From an optimization exercise on the open Yosys and OpenROAD flow, aimed at small area, a short achievable clock period and few clock cycles; shortcuts taken in it are not production practice.
At most, simulation tests tie the RTL to the original design; equivalence was not proved.

==> inputs of wip/sierra <==
==> flow/design.v <==
package sha256_pkg;
  localparam int SHA_BLOCK_W   = 512;
  localparam int SHA_DIGEST_W  = 256;
  localparam int BLK_BYTES     = SHA_BLOCK_W / 8;
  localparam int LEN_FIELD_OFS = 56;
  localparam logic [7:0] PAD_BYTE = 8'h80;
  typedef enum logic [1:0] {
    PH_DATA = 2'd0,    
    PH_PAD  = 2'd1,    
    PH_LEN  = 2'd2     
  } pad_phase_t;
endpackage
import sha256_pkg::*;
module sha256_blk_buf (
  input  logic                   Clk,
  input  logic                   shift,      
  input  logic [7:0]             in_byte,
  input  logic                   load,       
  output logic [SHA_BLOCK_W-1:0] rd_data
);
  logic [SHA_BLOCK_W-1:0] stage_q;
  logic [SHA_BLOCK_W-1:0] out_q;
  always_ff @(posedge Clk) begin
    if (shift) begin
      stage_q <= {stage_q[SHA_BLOCK_W-9:0], in_byte};
    end
    if (load) begin
      out_q <= stage_q;
    end
  end
  assign rd_data = out_q;
endmodule
import sha256_pkg::*;
module sha256_msg_padder #(
  parameter int LEN_W   = 64,
  parameter int TIMEOUT = 4096
) (
  input  logic                   Clk,
  input  logic                   Rst,
  input  logic [7:0]             i_Byte,
  input  logic                   i_fValid,
  input  logic                   i_fLast,
  output logic                   o_fReady,
  output logic [SHA_BLOCK_W-1:0] o_Data,
  output logic                   o_fStart,
  output logic                   o_fFirst,
  input  logic                   i_fDone,
  output logic                   o_fMsgDone,
  output logic                   o_fErr
);
  localparam int TMO_W  = $clog2(TIMEOUT) + 1;    
  localparam int HI_W   = LEN_W - 9;              
  localparam int CH_W   = 8;                      
  localparam int N_CH   = (HI_W + CH_W - 1) / CH_W;
  sha256_pkg::pad_phase_t ph_q, ph_d;
  logic              need80_q, need80_d;
  logic [5:0]        pos_q, pos_d;           
  logic              full_q, full_d;         
  logic              s_final_q, s_final_d;   
  logic              first_pend_q, first_pend_d;
  logic              ready_q, ready_d;
  logic [5:0]        lo_q, lo_d;             
  logic [HI_W-1:0]   hi_q, hi_d;             
  logic [N_CH-1:0]   cy_q, cy_d;             
  logic              hi_ones_q;
  logic              live_q;                 
  logic              start_q, out_q, out_d;
  logic              r_first_q, r_final_q;
  logic [TMO_W-1:0]  tcnt_q, tcnt_d;
  logic              msgdone_q, err_q, err_d;
  logic              accept, shift, xfer, ack, tmo, flush, near_tmo, len_end, clr, inc;
  logic [7:0]        in_byte, len_byte;
  logic [63:0]       len_field;
  assign len_field = {hi_q, lo_q, 3'b000};
  assign len_byte  = len_field[63 - 8*pos_q[2:0] -: 8];
  sha256_blk_buf u_buf (
    .Clk     (Clk),
    .shift   (shift),
    .in_byte (in_byte),
    .load    (xfer),
    .rd_data (o_Data)
  );
  always_comb begin
    accept   = i_fValid & ready_q;
    ack      = out_q & i_fDone;
    tmo      = out_q & ~i_fDone & tcnt_q[TMO_W-1];
    near_tmo = out_q & ~i_fDone & (tcnt_q == TMO_W'(TIMEOUT - 1));
    flush    = tmo & ~r_final_q;
    xfer     = full_q & (~(start_q | out_q) | ack);
    shift    = (ph_q == PH_DATA) ? accept : ~full_q;
    len_end  = (ph_q == PH_LEN) & shift & (pos_q == 6'd63);
    clr      = flush | len_end | ~live_q;
    inc      = (ph_q == PH_DATA) & accept;
    case (ph_q)
      PH_DATA: in_byte = i_Byte;
      PH_PAD:  in_byte = need80_q ? PAD_BYTE : 8'h00;
      default: in_byte = len_byte;
    endcase
    ph_d     = ph_q;
    need80_d = need80_q;
    case (ph_q)
      PH_DATA: if (accept && i_fLast) begin
        ph_d     = PH_PAD;
        need80_d = 1'b1;
      end
      PH_PAD: if (shift) begin
        need80_d = 1'b0;
        if (pos_q == 6'(LEN_FIELD_OFS - 1)) ph_d = PH_LEN;
      end
      default: if (len_end) ph_d = PH_DATA;
    endcase
    pos_d        = shift ? pos_q + 6'd1 : pos_q;
    full_d       = (shift & (pos_q == 6'd63)) | (full_q & ~xfer);
    s_final_d    = len_end | (s_final_q & ~xfer);
    first_pend_d = xfer ? s_final_q : first_pend_q;
    if (flush) begin
      ph_d         = PH_DATA;
      need80_d     = 1'b0;
      pos_d        = '0;
      full_d       = 1'b0;
      s_final_d    = 1'b0;
      first_pend_d = 1'b1;
    end
    ready_d = (ph_d == PH_DATA) & ~full_d & ~near_tmo;
    lo_d = lo_q + 6'(inc);
    hi_d = hi_inc;
    cy_d = cy_nxt;
    if (clr) begin
      lo_d = '0;
      hi_d = '0;
      cy_d = '0;
    end
    out_d  = start_q | (out_q & ~i_fDone & ~tcnt_q[TMO_W-1]);
    tcnt_d = xfer ? '0 : (out_q ? tcnt_q + TMO_W'(1) : tcnt_q);
    err_d  = err_q | tmo | (inc & (lo_q == 6'd63) & hi_ones_q);
  end
  logic [HI_W-1:0] hi_inc;
  logic [N_CH-1:0] cy_nxt;
  for (genvar c = 0; c < N_CH; c++) begin : g_hi
    localparam int W = (c == N_CH - 1) ? HI_W - CH_W * c : CH_W;
    logic cin;
    assign cin = cy_q[c];
    assign hi_inc[CH_W*c +: W] = hi_q[CH_W*c +: W] + W'(cin);
    if (c + 1 < N_CH) begin : g_cy
      assign cy_nxt[c + 1] = cin & (&hi_q[CH_W*c +: W]);
    end
  end
  assign cy_nxt[0] = inc & (lo_q == 6'd63);
  always_ff @(posedge Clk or posedge Rst) begin
    if (Rst) begin
      ph_q         <= PH_DATA;
      need80_q     <= 1'b0;
      pos_q        <= '0;
      full_q       <= 1'b0;
      s_final_q    <= 1'b0;
      first_pend_q <= 1'b1;
      ready_q      <= 1'b0;
      live_q       <= 1'b0;
      start_q      <= 1'b0;
      out_q        <= 1'b0;
      msgdone_q    <= 1'b0;
      err_q        <= 1'b0;
    end else begin
      ph_q         <= ph_d;
      need80_q     <= need80_d;
      pos_q        <= pos_d;
      full_q       <= full_d;
      s_final_q    <= s_final_d;
      first_pend_q <= first_pend_d;
      ready_q      <= ready_d;
      live_q       <= 1'b1;
      start_q      <= xfer;
      out_q        <= out_d;
      msgdone_q    <= ack & r_final_q;
      err_q        <= err_d;
    end
  end
  always_ff @(posedge Clk) begin
    lo_q      <= lo_d;
    hi_q      <= hi_d;
    cy_q      <= cy_d;
    hi_ones_q <= &hi_q;
  end
  always_ff @(posedge Clk) begin
    if (xfer) begin
      r_first_q <= first_pend_q;
      r_final_q <= s_final_q;
    end
    tcnt_q <= tcnt_d;
  end
  assign o_fReady   = ready_q;
  assign o_fStart   = start_q;
  assign o_fFirst   = r_first_q;
  assign o_fMsgDone = msgdone_q;
  assign o_fErr     = err_q;
endmodule
==> flow/flow/run.sh <==
#!/bin/bash
# Own layout flow: the standard layout, with one change after global
# placement: each output port's buffer is moved next to the cell that drives
# it, so the register sees a short wire and the buffer drives the long one.
set -euo pipefail
WORK=$(cd "$(dirname "$0")/.." && pwd)
cd "$WORK"
bash standard.sh "POST_GLOBAL_PLACE_TCL=$WORK/flow/obuf_near_driver.tcl" finish \
  > "$WORK/standard_finish.log" 2>&1
==> flow/flow/obuf_near_driver.tcl <==
# Move each output port's buffer onto its driver's location; detailed
# placement legalizes it later.
set block [ord::get_db_block]
set moved 0
foreach bterm [$block getBTerms] {
  if { [$bterm getIoType] != "OUTPUT" } { continue }
  set net [$bterm getNet]
  if { $net == "NULL" } { continue }
  set buf ""
  foreach it [$net getITerms] {
    if { [$it isOutputSignal] } { set buf [$it getInst] }
  }
  if { $buf == "" } { continue }
  set innet ""
  foreach it [$buf getITerms] {
    if { [$it isInputSignal] } { set innet [$it getNet] }
  }
  if { $innet == "" || $innet == "NULL" } { continue }
  set drv ""
  foreach it [$innet getITerms] {
    if { [$it isOutputSignal] } { set drv [$it getInst] }
  }
  if { $drv == "" } { continue }
  set loc [$drv getLocation]
  $buf setLocation [lindex $loc 0] [lindex $loc 1]
  incr moved
}
puts "obuf_near_driver: moved $moved output buffers"
estimate_parasitics -placement
==> flow/standard.sh <==
#!/bin/bash
# synth_recipe.tcl (not shown) runs the flow's synth.tcl, then flattens the netlist and writes it again
# the make line also repeats each setting of config.mk as NAME=value (left out here)
make -C /OpenROAD-flow-scripts/flow DESIGN_CONFIG=/design/flow/config.mk WORK_HOME=/design/flow/orfs CLKGATE_MAP_FILE= SYNTH_SCRIPT=/design/flow/synth_recipe.tcl "${@:-finish}"
==> flow/config.mk <==
export PLATFORM = sky130hd
export DESIGN_NAME = sha256_msg_padder
export DESIGN_NICKNAME = sha256_msg_padder
export VERILOG_FILES = /design/flow/design.v
export SDC_FILE = /design/flow/constraint.sdc
export NUM_CORES = 4
export LEC_CHECK = 0
export CAP_MARGIN = 20
export CORE_MARGIN = 2
export CORE_UTILIZATION = 40
export CTS_CLUSTER_DIAMETER = 150
export CTS_CLUSTER_SIZE = 30
export SETUP_SLACK_MARGIN = 3.0
export SLEW_MARGIN = 20
==> flow/constraint.sdc <==
create_clock -name core_clock -period 5.0 [get_ports {Clk}]
set_input_delay 1.0000 -clock core_clock [delete_from_list [all_inputs] [get_ports {Clk}]]
set_output_delay 1.0000 -clock core_clock [all_outputs]
set_load 0.01 [all_outputs]
==> wip/tundra (differences from wip/sierra) <==
--- a/flow/design.v
+++ b/flow/design.v
@@ -60,3 +60,3 @@
   logic              first_pend_q, first_pend_d;
-  logic              ready_q, ready_d;
+  logic              ready_q, ready_d;       
   logic [5:0]        lo_q, lo_d;             
@@ -66,3 +66,3 @@
   logic              live_q;                 
-  logic              start_q, out_q, out_d;
+  logic              start_q, busy_q, out_q, out_d;    
   logic              r_first_q, r_final_q;
@@ -70,3 +70,3 @@
   logic              msgdone_q, err_q, err_d;
-  logic              accept, shift, xfer, ack, tmo, flush, near_tmo, len_end, clr, inc;
+  logic              rdy, accept, shift, xfer, ack, tmo, flush, near_tmo, len_end, clr, inc;
   logic [7:0]        in_byte, len_byte;
@@ -83,3 +83,4 @@
   always_comb begin
-    accept   = i_fValid & ready_q;
+    rdy      = live_q & (ph_q == PH_DATA) & ~full_q & ~(out_q & tcnt_q[TMO_W-1]);
+    accept   = i_fValid & rdy;
     ack      = out_q & i_fDone;
@@ -88,3 +89,3 @@
     flush    = tmo & ~r_final_q;
-    xfer     = full_q & (~(start_q | out_q) | ack);
+    xfer     = full_q & (~busy_q | ack);
     shift    = (ph_q == PH_DATA) ? accept : ~full_q;
@@ -132,3 +133,3 @@
     end
-    out_d  = start_q | (out_q & ~i_fDone & ~tcnt_q[TMO_W-1]);
+    out_d  = (busy_q & ~out_q) | (out_q & ~i_fDone & ~tcnt_q[TMO_W-1]);
     tcnt_d = xfer ? '0 : (out_q ? tcnt_q + TMO_W'(1) : tcnt_q);
@@ -159,2 +160,3 @@
       start_q      <= 1'b0;
+      busy_q       <= 1'b0;
       out_q        <= 1'b0;
@@ -172,2 +174,3 @@
       start_q      <= xfer;
+      busy_q       <= xfer | out_d;
       out_q        <= out_d;
==> flow/flow/run.sh (replaced) <==
#!/bin/bash
# Own layout flow: the standard layout with two changes:
# - the port buffers are sky130_fd_sc_hd__buf_2 (buffer_ports' default pick is
#   a delay cell, clkdlybuf4s50_1);
# - after global placement each output port's buffer is moved next to the cell
#   that drives it, so the register sees a short wire and the buffer drives the
#   long one (flow/obuf_near_driver.tcl).
set -euo pipefail
WORK=$(cd "$(dirname "$0")/.." && pwd)
cd "$WORK"
bash standard.sh "BUFFER_PORTS_ARGS=-buffer_cell sky130_fd_sc_hd__buf_2" \
  "POST_GLOBAL_PLACE_TCL=$WORK/flow/obuf_near_driver.tcl" finish \
  > "$WORK/standard_finish.log" 2>&1
- SETUP_SLACK_MARGIN: 3.0 -> 2.8
==> wip/yarrow (differences from wip/sierra) <==
--- a/flow/design.v
+++ b/flow/design.v
@@ -60,3 +60,3 @@
   logic              first_pend_q, first_pend_d;
-  logic              ready_q, ready_d;
+  logic              ready_q, ready_d;       
   logic [5:0]        lo_q, lo_d;             
@@ -66,3 +66,3 @@
   logic              live_q;                 
-  logic              start_q, out_q, out_d;
+  logic              start_q, busy_q, out_q, out_d;    
   logic              r_first_q, r_final_q;
@@ -70,3 +70,3 @@
   logic              msgdone_q, err_q, err_d;
-  logic              accept, shift, xfer, ack, tmo, flush, near_tmo, len_end, clr, inc;
+  logic              rdy, accept, shift, xfer, ack, tmo, flush, near_tmo, len_end, clr, inc;
   logic [7:0]        in_byte, len_byte;
@@ -83,3 +83,4 @@
   always_comb begin
-    accept   = i_fValid & ready_q;
+    rdy      = live_q & (ph_q == PH_DATA) & ~full_q & ~(out_q & tcnt_q[TMO_W-1]);
+    accept   = i_fValid & rdy;
     ack      = out_q & i_fDone;
@@ -88,3 +89,3 @@
     flush    = tmo & ~r_final_q;
-    xfer     = full_q & (~(start_q | out_q) | ack);
+    xfer     = full_q & (~busy_q | ack);
     shift    = (ph_q == PH_DATA) ? accept : ~full_q;
@@ -132,3 +133,3 @@
     end
-    out_d  = start_q | (out_q & ~i_fDone & ~tcnt_q[TMO_W-1]);
+    out_d  = (busy_q & ~out_q) | (out_q & ~i_fDone & ~tcnt_q[TMO_W-1]);
     tcnt_d = xfer ? '0 : (out_q ? tcnt_q + TMO_W'(1) : tcnt_q);
@@ -159,2 +160,3 @@
       start_q      <= 1'b0;
+      busy_q       <= 1'b0;
       out_q        <= 1'b0;
@@ -172,2 +174,3 @@
       start_q      <= xfer;
+      busy_q       <= xfer | out_d;
       out_q        <= out_d;
- SETUP_SLACK_MARGIN: 3.0 -> 2.8
==> wip/ember (differences from wip/sierra) <==
--- a/flow/design.v
+++ b/flow/design.v
@@ -65,3 +65,2 @@
   logic              hi_ones_q;
-  logic              live_q;                 
   logic              start_q, out_q, out_d;
@@ -91,3 +90,3 @@
     len_end  = (ph_q == PH_LEN) & shift & (pos_q == 6'd63);
-    clr      = flush | len_end | ~live_q;
+    clr      = flush | len_end;
     inc      = (ph_q == PH_DATA) & accept;
@@ -141,3 +140,7 @@
     logic cin;
-    assign cin = cy_q[c];
+    if (c == 0) begin : g_c0
+      assign cin = inc & (lo_q == 6'd63);
+    end else begin : g_cn
+      assign cin = cy_q[c];
+    end
     assign hi_inc[CH_W*c +: W] = hi_q[CH_W*c +: W] + W'(cin);
@@ -147,3 +150,3 @@
   end
-  assign cy_nxt[0] = inc & (lo_q == 6'd63);
+  assign cy_nxt[0] = 1'b0;
   always_ff @(posedge Clk or posedge Rst) begin
@@ -156,4 +159,7 @@
       first_pend_q <= 1'b1;
-      ready_q      <= 1'b0;
-      live_q       <= 1'b0;
+      ready_q      <= 1'b1;
+      lo_q         <= '0;
+      hi_q         <= '0;
+      cy_q         <= '0;
+      hi_ones_q    <= 1'b0;
       start_q      <= 1'b0;
@@ -170,3 +176,6 @@
       ready_q      <= ready_d;
-      live_q       <= 1'b1;
+      lo_q         <= lo_d;
+      hi_q         <= hi_d;
+      cy_q         <= cy_d;
+      hi_ones_q    <= &hi_q;
       start_q      <= xfer;
@@ -176,8 +185,2 @@
     end
-  end
-  always_ff @(posedge Clk) begin
-    lo_q      <= lo_d;
-    hi_q      <= hi_d;
-    cy_q      <= cy_d;
-    hi_ones_q <= &hi_q;
   end
==> flow/run.sh (new file) <==
#!/bin/bash
# synth_recipe.tcl (not shown) runs the flow's synth.tcl, then flattens the netlist and writes it again
# the make line also repeats each setting of config.mk as NAME=value (left out here)
make -C /OpenROAD-flow-scripts/flow DESIGN_CONFIG=/design/flow/config.mk WORK_HOME=/design/flow/orfs CLKGATE_MAP_FILE= SYNTH_SCRIPT=/design/flow/synth_recipe.tcl finish
- CTS_CLUSTER_DIAMETER: 150 -> not set
- CTS_CLUSTER_SIZE: 30 -> not set
removed: flow/flow/run.sh
removed: flow/flow/obuf_near_driver.tcl
removed: flow/standard.sh
==> run notes <==
fraction of the mapped netlist area in adder cells -> 0.668%
fraction of area in multi-input gates -> 6.23%
initial antenna violation count -> 1
Die Y -> 302 µm
Layout Utilization -> 48.0%
outcome -> finished clean
# the run above: wip/yarrow

==> run notes <==
outcome -> finished clean
fraction of area in multi-input gates -> 6.31%
initial antenna violation count -> 1
Die Y -> 304 µm
Layout Utilization -> 52.2%
endpoints failing setup -> 0
post-CTS sizing -> 2187
fraction of the mapped netlist area in adder cells -> 0.662%
# the run above: wip/ember

==> run notes <==
clk_skew -> 0.0311 ns
fraction of the mapped netlist area in adder cells -> 0.668%
endpoints failing setup -> 0
fraction of area in multi-input gates -> 6.24%
outcome -> finished clean
# the run above: wip/tundra

==> run notes <==
outcome -> finished clean
count of cell types in the netlist -> 53
Die Y -> 302 µm
Post-synth ARST share -> 1.60%
area of the multi-input gates -> 2860 µm²
initial antenna violation count -> 3
fraction of the mapped netlist area in adder cells -> 0.667%
DR DRC count -> 0
# the run above: wip/sierra

Testbench counts of wip/sierra, summed over its fixed seeds: cycles 56,712.
Testbench counts of wip/tundra, summed over its fixed seeds: cycles 56,712.
Testbench counts of wip/yarrow, summed over its fixed seeds: cycles 56,712.
The RTL of wip/ember was laid out without a check of its function.

-- afterwards: timing with drivers on the ports --
The flow's constraints put no driver on any port. The routed layouts listed below were extracted and timed again, unchanged, in two steps.
Step 1 (the two cells are an assumption about what drives the block):
set clk [get_ports {Clk}]
set_driving_cell -lib_cell sky130_fd_sc_hd__clkbuf_16 $clk
set_driving_cell -lib_cell sky130_fd_sc_hd__buf_2 [delete_from_list [all_inputs] $clk]
Step 2 adds t to the input delays and takes it off the output delays; t is the mean of the earliest and latest rising clock arrival at the registers after step 1. Input paths then give back, and output paths get back, about the clock's delay inside the block.
Slacks: ideal / step 1 / step 2; pairs: ideal / step 1.
run	shift t [ns]	slack for setup (ns)	worst setup path after step 2
wip/sierra	0.659	2.802 / 2.745 / 2.371	input to register
wip/tundra	0.669	2.795 / 2.736 / 2.368	input to register
wip/yarrow	0.667	2.747 / 2.751 / 2.084	input to register
wip/ember	0.714	2.688 / 2.628 / 2.379	input to register
After both steps every run listed still meets setup and hold. For wip/yarrow, which loses most, drivers alone change the setup slack by +0.004 ns; drivers and shift together by -0.663 ns.
